From an optimization exercise on the open Yosys and OpenROAD flow, aimed at small area; shortcuts taken in it are not production practice. The RTL was checked by simulation tests, not by an equivalence proof against the original design. Power figures rest on the tool's default switching activity, not on a simulated workload.

==> 11-23: inputs <==
Design clustered_greens_rom, start of the top module:
module clustered_greens_rom (
  input  logic         clk,
  input  logic         rst,
  input  logic [7:0]   me,
  input  logic [23:0]  coords_x,
  input  logic [23:0]  coords_y,
  input  logic [23:0]  coords_z,
  output logic [255:0] rdata
);
==> module clustered_greens_rom, before the edit <==
module clustered_greens_rom (
  input  logic         clk,
  input  logic         rst,
  input  logic [7:0]   me,
  input  logic [23:0]  coords_x,
  input  logic [23:0]  coords_y,
  input  logic [23:0]  coords_z,
  output logic [255:0] rdata
);
  logic [7:0][3:0] e_in;
  logic [23:0]     l_in;
  logic [3:0]      t_in;
  logic [2:0]      c_in;
  for (genvar p = 0; p < 8; p++) begin : g_enc
    grom_enc enc_i (
      .i ({coords_z[3*p +: 3], coords_y[3*p +: 3], coords_x[3*p +: 3]}),
      .o (e_in[p])
    );
    assign l_in[3*p +: 3] = e_in[p][2:0];
  end
  for (genvar j = 0; j < 4; j++) begin : g_pair
    assign t_in[j] = e_in[j][3] | e_in[7-j][3];
  end
  assign c_in = {coords_z[0], coords_y[0], coords_x[0]};
  logic [5:0][23:0] l_q;
  logic [5:0][3:0]  t_q;
  logic [5:0][2:0]  c_q;
  logic [23:0]      l_6;
  logic [3:0]       t_6;
  logic [7:0]       x_6;
  logic [7:0]       maj_6;
  always_ff @(posedge clk) begin
    l_q[0] <= l_in;
    t_q[0] <= t_in;
    c_q[0] <= c_in;
    for (int i = 1; i < 6; i++) begin
      l_q[i] <= l_q[i-1];
      t_q[i] <= t_q[i-1];
      c_q[i] <= c_q[i-1];
    end
    l_6 <= l_q[5];
    t_6 <= t_q[5];
    for (int q = 0; q < 8; q++) begin
      x_6[q]   <= (^(c_q[5] ^ 3'(q))) ^ l_q[5][3*q];
      maj_6[q] <= ((c_q[5][0] ^ q[0]) & (c_q[5][1] ^ q[1])) |
                  ((c_q[5][0] ^ q[0]) & (c_q[5][2] ^ q[2])) |
                  ((c_q[5][1] ^ q[1]) & (c_q[5][2] ^ q[2]));
    end
  end
  logic [7:0][24:0] v;
  for (genvar p = 0; p < 8; p++) begin : g_dec
    grom_dec_x dec_i (.i({maj_6[p], x_6[p], t_6[p < 4 ? p : 7 - p], l_6[3*p +: 3]}), .o(v[p]));
  end
  for (genvar p = 0; p < 8; p++) begin : g_out
    assign rdata[32*p +: 32] = {7'd0, v[p]};
  end
endmodule
==> module grom_enc, before the edit <==
module grom_enc (input logic [8:0] i, output logic [3:0] o);
  wire i0 = i[0];
  wire i1 = i[1];
  wire i2 = i[2];
  wire i3 = i[3];
  wire i4 = i[4];
  wire i5 = i[5];
  wire i6 = i[6];
  wire i7 = i[7];
  wire i8 = i[8];
  wire o0;
  assign o[0] = o0;
  wire o1;
  assign o[1] = o1;
  wire o2;
  assign o[2] = o2;
  wire o3;
  assign o[3] = o3;
  wire new_n14, new_n15, new_n16, new_n17, new_n18, new_n19, new_n20, new_n21, new_n22, new_n23, new_n24, new_n25, new_n26, new_n27, new_n28, new_n29, new_n30, new_n31, new_n32, new_n33, new_n34, new_n35, new_n36, new_n37, new_n38, new_n39, new_n40, new_n41, new_n42, new_n43, new_n44, new_n45, new_n47;
  assign new_n14 = (~i7);   
  assign new_n15 = (~i6&~new_n14);   
  assign new_n16 = (~i4);   
  assign new_n17 = (~i3&~new_n16);   
  assign new_n18 = (~i1);   
  assign new_n19 = (~i0&~new_n18);   
  assign new_n20 = (~new_n17) | (~new_n19);   
  assign new_n21 = (new_n17&new_n20) | (new_n19&new_n20);   
  assign new_n22 = (~new_n15) | (~new_n21);   
  assign new_n23 = (~new_n22);   
  assign new_n24 = (~new_n15&~new_n21);   
  assign new_n25 = (~i4&i5);   
  assign new_n26 = (~new_n16&~i5);   
  assign new_n27 = (~new_n25&~new_n26) | (~i3);   
  assign new_n28 = (~new_n25) | (~new_n27);   
  assign new_n29 = (~i2);   
  assign new_n30 = (~i1&~new_n29&~i0);   
  assign new_n31 = (~i8);   
  assign new_n32 = (~i7&~new_n31&~i6);   
  assign new_n33 = (~new_n30) | (~new_n32);   
  assign new_n34 = (~new_n30&~new_n32) | (~new_n33);   
  assign new_n35 = (~new_n28) | (~new_n34);   
  assign new_n36 = (~i6);   
  assign new_n37 = (~new_n14&~i7) | (~new_n14&~new_n31) | (~i8&~i7) | (~i8&~new_n31);   
  assign new_n38 = (~new_n36&~new_n37) | (~new_n22);   
  assign new_n39 = (~i1&~new_n29);   
  assign new_n40 = (~new_n18&~i2);   
  assign new_n41 = (~new_n39&~new_n40) | (~i0);   
  assign new_n42 = (~new_n20) | (~new_n27) | (~new_n41);   
  assign new_n43 = (~new_n27&~new_n41) | (~new_n42);   
  assign new_n44 = (new_n38&new_n42) | (new_n43&new_n42);   
  assign new_n45 = (~new_n35) | (~new_n44);   
  assign o0 = (~new_n23&~new_n24) | (~new_n45);   
  assign new_n47 = (~new_n38) | (~new_n43);   
  assign o1 = (~new_n38&~new_n43) | (~new_n47) | (~new_n45);   
  assign o2 = (new_n28&new_n35) | (new_n34&new_n35) | (new_n28&new_n44) | (new_n34&new_n44);   
  assign o3 = (~new_n28&~new_n34) | (~new_n33);   
endmodule
==> flow/config.mk <==
export PLATFORM = sky130hd
export DESIGN_NAME = clustered_greens_rom
export DESIGN_NICKNAME = clustered_greens_rom
export VERILOG_FILES = /design/flow/design.v
export SDC_FILE = /design/flow/constraint.sdc
export NUM_CORES = 4
export LEC_CHECK = 0
export CAP_MARGIN = 20
export CORE_MARGIN = 2
export CORE_UTILIZATION = 62
export GPL_TIMING_DRIVEN = 0
export SETUP_SLACK_MARGIN = 0
export SLEW_MARGIN = 20
==> flow/constraint.sdc <==
create_clock -name core_clock -period 3.0 [get_ports {clk}]
set_input_delay 0.6000 -clock core_clock [delete_from_list [all_inputs] [get_ports {clk}]]
set_output_delay 0.6000 -clock core_clock [all_outputs]
set_load 0.01 [all_outputs]
standard.sh (not shown) runs the stock make flow with config.mk's settings and CLKGATE_MAP_FILE= SYNTH_SCRIPT=/design/flow/synth_recipe.tcl, a recipe that flattens the netlist after the stock synthesis.
==> flow/flow/run.sh <==
#!/bin/bash
# Own flow: the standard layout (standard.sh) with these changes:
#  - synthesis: ABC maps the combinational logic with flow/abc_area.script instead of ORFS's
#    script, and Yosys's full-adder extraction is skipped (the logic is already gate-level);
#    registers, flattening and renaming are the standard synthesis's.
#  - floorplan: the buffers synthesis leaves (Yosys's insbuf on aliased nets) are removed
#    (REMOVE_ABC_BUFFERS=1), as the standard flow does with timing-driven placement.
#  - placement: the port buffers are sky130_fd_sc_hd__buf_1 (every input and output port still
#    gets one) instead of the resizer's choice of a clkdlybuf4s50 delay cell.
#  - clock tree: TritonCTS as standard but with no
#    dummy loads; it is still a balanced tree from the clock port to every register.
set -euo pipefail
W=$PWD
{
  echo 'proc abc {args} {'
  echo '  set i [lsearch -exact $args -script]'
  echo "  if {\$i >= 0} { lset args [expr {\$i + 1}] $W/flow/abc_area.script }"
  echo '  yosys abc {*}$args'
  echo '}'
  echo '# adders stay plain logic for ABC'
  echo 'proc extract_fa {args} {}'
  cat synth_recipe.tcl
} > own_synth.tcl
export BUFFER_PORTS_ARGS="-buffer_cell sky130_fd_sc_hd__buf_1"
export CTS_ARGS="-sink_clustering_enable -repair_clock_nets -dont_use_dummy_load"
bash standard.sh SYNTH_SCRIPT="$W/own_synth.tcl" synth > synth_make.log 2>&1
bash standard.sh SYNTH_SCRIPT="$W/own_synth.tcl" REMOVE_ABC_BUFFERS=1 finish > layout_make.log 2>&1
==> flow/flow/abc_area.script <==
strash
&get -n
&b -d
&dch -f
&nf -p -R 1000
&put
topo
upsize -D 1100
dnsize -D 1100
topo
stime -c
==> inputs of 07-21, as changes to 11-23 <==
--- a/flow/design.v
+++ b/flow/design.v
@@ -13,8 +13,10 @@
   logic [3:0]      t_in;
   logic [2:0]      c_in;
   for (genvar p = 0; p < 8; p++) begin : g_enc
+    logic [2:0] lane;
+    assign lane = c_in ^ 3'(p);
     grom_enc enc_i (
-      .i ({coords_z[3*p +: 3], coords_y[3*p +: 3], coords_x[3*p +: 3]}),
+      .i ({coords_z[3*p+1 +: 2], lane[2], coords_y[3*p+1 +: 2], lane[1], coords_x[3*p+1 +: 2], lane[0]}),
       .o (e_in[p])
     );
     assign l_in[3*p +: 3] = e_in[p][2:0];
@@ -74,44 +76,46 @@
   assign o[2] = o2;
   wire o3;
   assign o[3] = o3;
-  wire new_n14, new_n15, new_n16, new_n17, new_n18, new_n19, new_n20, new_n21, new_n22, new_n23, new_n24, new_n25, new_n26, new_n27, new_n28, new_n29, new_n30, new_n31, new_n32, new_n33, new_n34, new_n35, new_n36, new_n37, new_n38, new_n39, new_n40, new_n41, new_n42, new_n43, new_n44, new_n45, new_n47;
-  assign new_n14 = (~i7);   
-  assign new_n15 = (~i6&~new_n14);   
-  assign new_n16 = (~i4);   
-  assign new_n17 = (~i3&~new_n16);   
-  assign new_n18 = (~i1);   
-  assign new_n19 = (~i0&~new_n18);   
+  wire new_n14, new_n15, new_n16, new_n17, new_n18, new_n19, new_n20, new_n21, new_n22, new_n23, new_n24, new_n25, new_n26, new_n27, new_n28, new_n29, new_n30, new_n31, new_n32, new_n33, new_n34, new_n35, new_n36, new_n37, new_n38, new_n39, new_n40, new_n41, new_n42, new_n43, new_n44, new_n45, new_n46, new_n48, new_n49;
+  assign new_n14 = (~i6);   
+  assign new_n15 = (~new_n14) | (~i7);   
+  assign new_n16 = (~i1);   
+  assign new_n17 = (~i0&~new_n16);   
+  assign new_n18 = (~i4);   
+  assign new_n19 = (~i3&~new_n18);   
   assign new_n20 = (~new_n17) | (~new_n19);   
-  assign new_n21 = (new_n17&new_n20) | (new_n19&new_n20);   
-  assign new_n22 = (~new_n15) | (~new_n21);   
-  assign new_n23 = (~new_n22);   
-  assign new_n24 = (~new_n15&~new_n21);   
-  assign new_n25 = (~i4&i5);   
-  assign new_n26 = (~new_n16&~i5);   
-  assign new_n27 = (~new_n25&~new_n26) | (~i3);   
+  assign new_n21 = (~new_n17&~new_n19) | (~new_n20);   
+  assign new_n22 = (~i8);   
+  assign new_n23 = (~i7&~new_n22&~i6);   
+  assign new_n24 = (~i2);   
+  assign new_n25 = (~i1&~new_n24&~i0);   
+  assign new_n26 = (~i5);   
+  assign new_n27 = (~i4&~new_n26&~i3);   
   assign new_n28 = (~new_n25) | (~new_n27);   
-  assign new_n29 = (~i2);   
-  assign new_n30 = (~i1&~new_n29&~i0);   
-  assign new_n31 = (~i8);   
-  assign new_n32 = (~i7&~new_n31&~i6);   
-  assign new_n33 = (~new_n30) | (~new_n32);   
-  assign new_n34 = (~new_n30&~new_n32) | (~new_n33);   
-  assign new_n35 = (~new_n28) | (~new_n34);   
-  assign new_n36 = (~i6);   
-  assign new_n37 = (~new_n14&~i7) | (~new_n14&~new_n31) | (~i8&~i7) | (~i8&~new_n31);   
-  assign new_n38 = (~new_n36&~new_n37) | (~new_n22);   
-  assign new_n39 = (~i1&~new_n29);   
-  assign new_n40 = (~new_n18&~i2);   
-  assign new_n41 = (~new_n39&~new_n40) | (~i0);   
-  assign new_n42 = (~new_n20) | (~new_n27) | (~new_n41);   
-  assign new_n43 = (~new_n27&~new_n41) | (~new_n42);   
-  assign new_n44 = (new_n38&new_n42) | (new_n43&new_n42);   
-  assign new_n45 = (~new_n35) | (~new_n44);   
-  assign o0 = (~new_n23&~new_n24) | (~new_n45);   
-  assign new_n47 = (~new_n38) | (~new_n43);   
-  assign o1 = (~new_n38&~new_n43) | (~new_n47) | (~new_n45);   
-  assign o2 = (new_n28&new_n35) | (new_n34&new_n35) | (new_n28&new_n44) | (new_n34&new_n44);   
-  assign o3 = (~new_n28&~new_n34) | (~new_n33);   
+  assign new_n29 = (new_n25&new_n28) | (new_n27&new_n28);   
+  assign new_n30 = (~new_n23) | (~new_n29);   
+  assign new_n31 = (new_n23&new_n30) | (new_n29&new_n30);   
+  assign new_n32 = (~i1&~new_n24);   
+  assign new_n33 = (~new_n16&~i2);   
+  assign new_n34 = (~new_n32&~new_n33) | (~i0);   
+  assign new_n35 = (~i4&~new_n26);   
+  assign new_n36 = (~new_n18&~i5);   
+  assign new_n37 = (~new_n35&~new_n36) | (~i3);   
+  assign new_n38 = (~new_n15&~new_n21);   
+  assign new_n39 = (~i7&~new_n22);   
+  assign new_n40 = (~i7&~new_n39) | (~new_n22&~new_n39);   
+  assign new_n41 = (~new_n14&~new_n40);   
+  assign new_n42 = (~new_n38&~new_n41);   
+  assign new_n43 = (~new_n20) | (~new_n37) | (~new_n34);   
+  assign new_n44 = (~new_n34&~new_n37) | (~new_n43);   
+  assign new_n45 = (~new_n42&~new_n44) | (~new_n34&~new_n37);   
+  assign new_n46 = (~new_n31) | (~new_n45);   
+  assign o0 = (~new_n15&~new_n38) | (~new_n21&~new_n38) | (~new_n46&~new_n38);   
+  assign new_n48 = (~new_n42&~new_n44);   
+  assign new_n49 = (~new_n42&~new_n48) | (~new_n44&~new_n48);   
+  assign o1 = (new_n49) | (~new_n46);   
+  assign o2 = (new_n31) | (new_n45);   
+  assign o3 = (~new_n28) | (~new_n30);   
 endmodule
 module grom_dec_x (input logic [5:0] i, output logic [24:0] o);
   wire i0 = i[0];
CORE_UTILIZATION = 45   (was 62)
SETUP_SLACK_MARGIN = 0.1   (was 0)
==> notes <==
Final cell count: 07-21 is larger than 11-23 (7.4%). In clock power, 07-21 and 11-23 hardly differ. Between 11-23 and 07-21, the lower register-to-register slack is in 11-23 (gap 50 ps). Clock skew: 11-23 is higher than 07-21 (36 ps). Against 07-21, the cell area of 11-23 is smaller by about 4.4%. Against 07-21, the hold slack of 11-23 is worse by 20 ps. Of 07-21 and 11-23, 07-21 has the higher fmax (gap about 1.4%, measured against 11-23). Against 11-23, the total power of 07-21 is lower by 1.8%. Against 11-23, the sequential power of 07-21 is lower by about 4%.

==> v7: inputs <==
Another version of the RTL of clustered_greens_rom (not shown whole).
Settings: LEC_CHECK=0, CAP_MARGIN=5, CORE_MARGIN=2, CORE_UTILIZATION=62, GPL_TIMING_DRIVEN=0, SETUP_SLACK_MARGIN=0.1, SLEW_MARGIN=5; clock period 3.0 ns.
Scripts as last shown in full above: flow/flow/run.sh, flow/flow/abc_area.script
==> v29: changes against v7 <==
- CAP_MARGIN: 5 -> 20
- CORE_UTILIZATION: 62 -> 70
- SLEW_MARGIN: 5 -> 20
==> summary of the runs <==
Between v29 and v7, the lower global-route usage is in v7 (gap 6.4 points).
v29 completed with no timing, DRC or antenna violations. v7 passed the timing, design-rule and antenna checks.
Against v29, the worst hold slack of v7 is worse by 27 ps.
Between v29 and v7, the lower non-clock buffer count is in v7 (gap 11).
Between v7 and v29, the lower first-iteration DRC count is in v7 (gap 23%, measured against v29).
==> figures <==
Result of the run: v29 finished clean; v7 finished clean
Part of the cycle the worst path needs: v29 0.975; v7 0.953
Min-delay src: v29 t_q[23]$_DFF_P_; v7 coords_x[0]
Clock buf count: v29 20; v7 21
Worst voltage drop across the vdd grid: v29 0.392 mV; v7 0.434 mV
Minimum clock period: v29 2930 ps; v7 2860 ps
Met1 wire length: v29 14400 um; v7 13900 um
Die outline area: v29 20700 um^2; v7 23300 um^2
Hold EP: v29 t_6[3]$_DFF_P_; v7 c_q[0]$_DFF_P_
Met1 usage in global routing: v29 0.428; v7 0.364

==> inputs of run K <==
clustered_greens_rom again, from the RTL that the note above started with.
export LEC_CHECK = 0
export CAP_MARGIN = 20
export CORE_MARGIN = 2
export CORE_UTILIZATION = 62
export GPL_TIMING_DRIVEN = 0
export SETUP_SLACK_MARGIN = 0
export SLEW_MARGIN = 20
create_clock -name core_clock -period 3.0 [get_ports {clk}]
==> flow/flow/run.sh <==
#!/bin/bash
# Own flow: the standard layout (standard.sh) with these changes:
#  - synthesis: ABC maps the combinational logic with flow/abc_area.script instead of ORFS's
#    script, and Yosys's full-adder extraction is skipped (the logic is already gate-level);
#    registers, flattening and renaming are the standard synthesis's.
#  - floorplan: the buffers synthesis leaves (Yosys's insbuf on aliased nets) are removed
#    (REMOVE_ABC_BUFFERS=1), as the standard flow does with timing-driven placement.
#  - placement: the port buffers are sky130_fd_sc_hd__buf_1 (every input and output port still
#    gets one) instead of the resizer's choice of a clkdlybuf4s50 delay cell.
#  - clock tree: TritonCTS with smaller sink clusters of clkbuf_4/clkbuf_8 leaf buffers and no
#    dummy loads; it is still a balanced tree from the clock port to every register.
set -euo pipefail
W=$PWD
{
  echo 'proc abc {args} {'
  echo '  set i [lsearch -exact $args -script]'
  echo "  if {\$i >= 0} { lset args [expr {\$i + 1}] $W/flow/abc_area.script }"
  echo '  yosys abc {*}$args'
  echo '}'
  echo '# adders stay plain logic for ABC'
  echo 'proc extract_fa {args} {}'
  cat synth_recipe.tcl
} > own_synth.tcl
export BUFFER_PORTS_ARGS="-buffer_cell sky130_fd_sc_hd__buf_1"
export CTS_ARGS="-sink_clustering_enable -repair_clock_nets -dont_use_dummy_load -sink_clustering_size 20 -sink_clustering_max_diameter 60 -buf_list {sky130_fd_sc_hd__clkbuf_4 sky130_fd_sc_hd__clkbuf_8}"
bash standard.sh SYNTH_SCRIPT="$W/own_synth.tcl" synth > synth_make.log 2>&1
bash standard.sh SYNTH_SCRIPT="$W/own_synth.tcl" REMOVE_ABC_BUFFERS=1 finish > layout_make.log 2>&1
Scripts as last shown in full above: flow/flow/abc_area.script
==> run P (differences from run K) <==
--- a/flow/flow/run.sh
+++ b/flow/flow/run.sh
@@ -9,3 +9,3 @@
 #    gets one) instead of the resizer's choice of a clkdlybuf4s50 delay cell.
-#  - clock tree: TritonCTS with smaller sink clusters of clkbuf_4/clkbuf_8 leaf buffers and no
+#  - clock tree: TritonCTS as standard but with no
 #    dummy loads; it is still a balanced tree from the clock port to every register.
@@ -24,3 +24,3 @@
 export BUFFER_PORTS_ARGS="-buffer_cell sky130_fd_sc_hd__buf_1"
-export CTS_ARGS="-sink_clustering_enable -repair_clock_nets -dont_use_dummy_load -sink_clustering_size 20 -sink_clustering_max_diameter 60 -buf_list {sky130_fd_sc_hd__clkbuf_4 sky130_fd_sc_hd__clkbuf_8}"
+export CTS_ARGS="-sink_clustering_enable -repair_clock_nets -dont_use_dummy_load"
 bash standard.sh SYNTH_SCRIPT="$W/own_synth.tcl" synth > synth_make.log 2>&1
Settings changed: PLACE_DENSITY from default to 0.8, SETUP_SLACK_MARGIN 0 to 0.1.
==> out/results.ini <==
[power]
pg_clk_uw = 1260
p_switching_uw = 4307
p_clk_share_pct = 12.6
p_leak_uw = 0.005596

[outcome]
status = timing/DRC/antenna clean

[cells_and_area]
multi_input_area_share_pct = 53.50
sh_seq_area_pct = 33.99
final_cell_mix = buf_1, nand2_1, dfxtp_1
drive_gt1_share_pct = 6.709
final_core_util_pct = 64.33
nClkBuffers = 15

[timing]
finalCritPeriodShare_pct = 96.91
hold_ws_ns = 0.2791
period_needed_ns = 2.907

[hold_path]
min_path_type = primary input to flip-flop
worstHoldEndpoint = c_q[0]

[placement]
pre_cts_ws_ns = -0.04862

[setup_path]
r2r-end = x_6[4]
worst-path-max-fanout = 15

-- figures above: run K

==> out/results.ini <==
[cells_and_area]
final_cell_mix = buf_1, nand2_1, dfxtp_1
final_core_util_pct = 67.66
nClkBuffers = 21
multi_input_area_share_pct = 51.41
drive_gt1_share_pct = 9.724

[outcome]
status = timing/DRC/antenna clean

[hold_path]
min_path_type = flip-flop to flip-flop

[timing]
period_needed_ns = 2.860
finalCritPeriodShare_pct = 95.34

[setup_path]
worst-path-max-fanout = 14

-- figures above: run P

re-timing with driven ports:
In the flow no input, the clock included, has a driving cell. The finished layouts below were timed again as built, in two steps.
Step 1 sets driving cells, clkbuf_16 on the clock port and buf_2 on the other inputs (assumed; they add their load-dependent delay and slew).
Step 2 times the ports against the registers' clock, not the clock port: input delays grow and output delays shrink by t, the midpoint of the rising clock arrivals with the driver on.
a / b / c = ideal ports / drivers / drivers and shift; a / b = the first two.
run	t (ns)	setup WS [ns]	worst data-port slew with drivers (ns)
11-23	0.518	0.067 / 0.024 / 0.541	0.06
07-21	0.512	0.107 / 0.066 / 0.274	0.07
v7	0.499	0.141 / 0.102 / 0.602	0.09
v29	0.508	0.074 / 0.032 / 0.540	0.12
run K	0.493	0.093 / 0.062 / 0.555	0.09
run P	0.502	0.140 / 0.102 / 0.605	0.08
After both steps setup and hold are still met in every run listed.
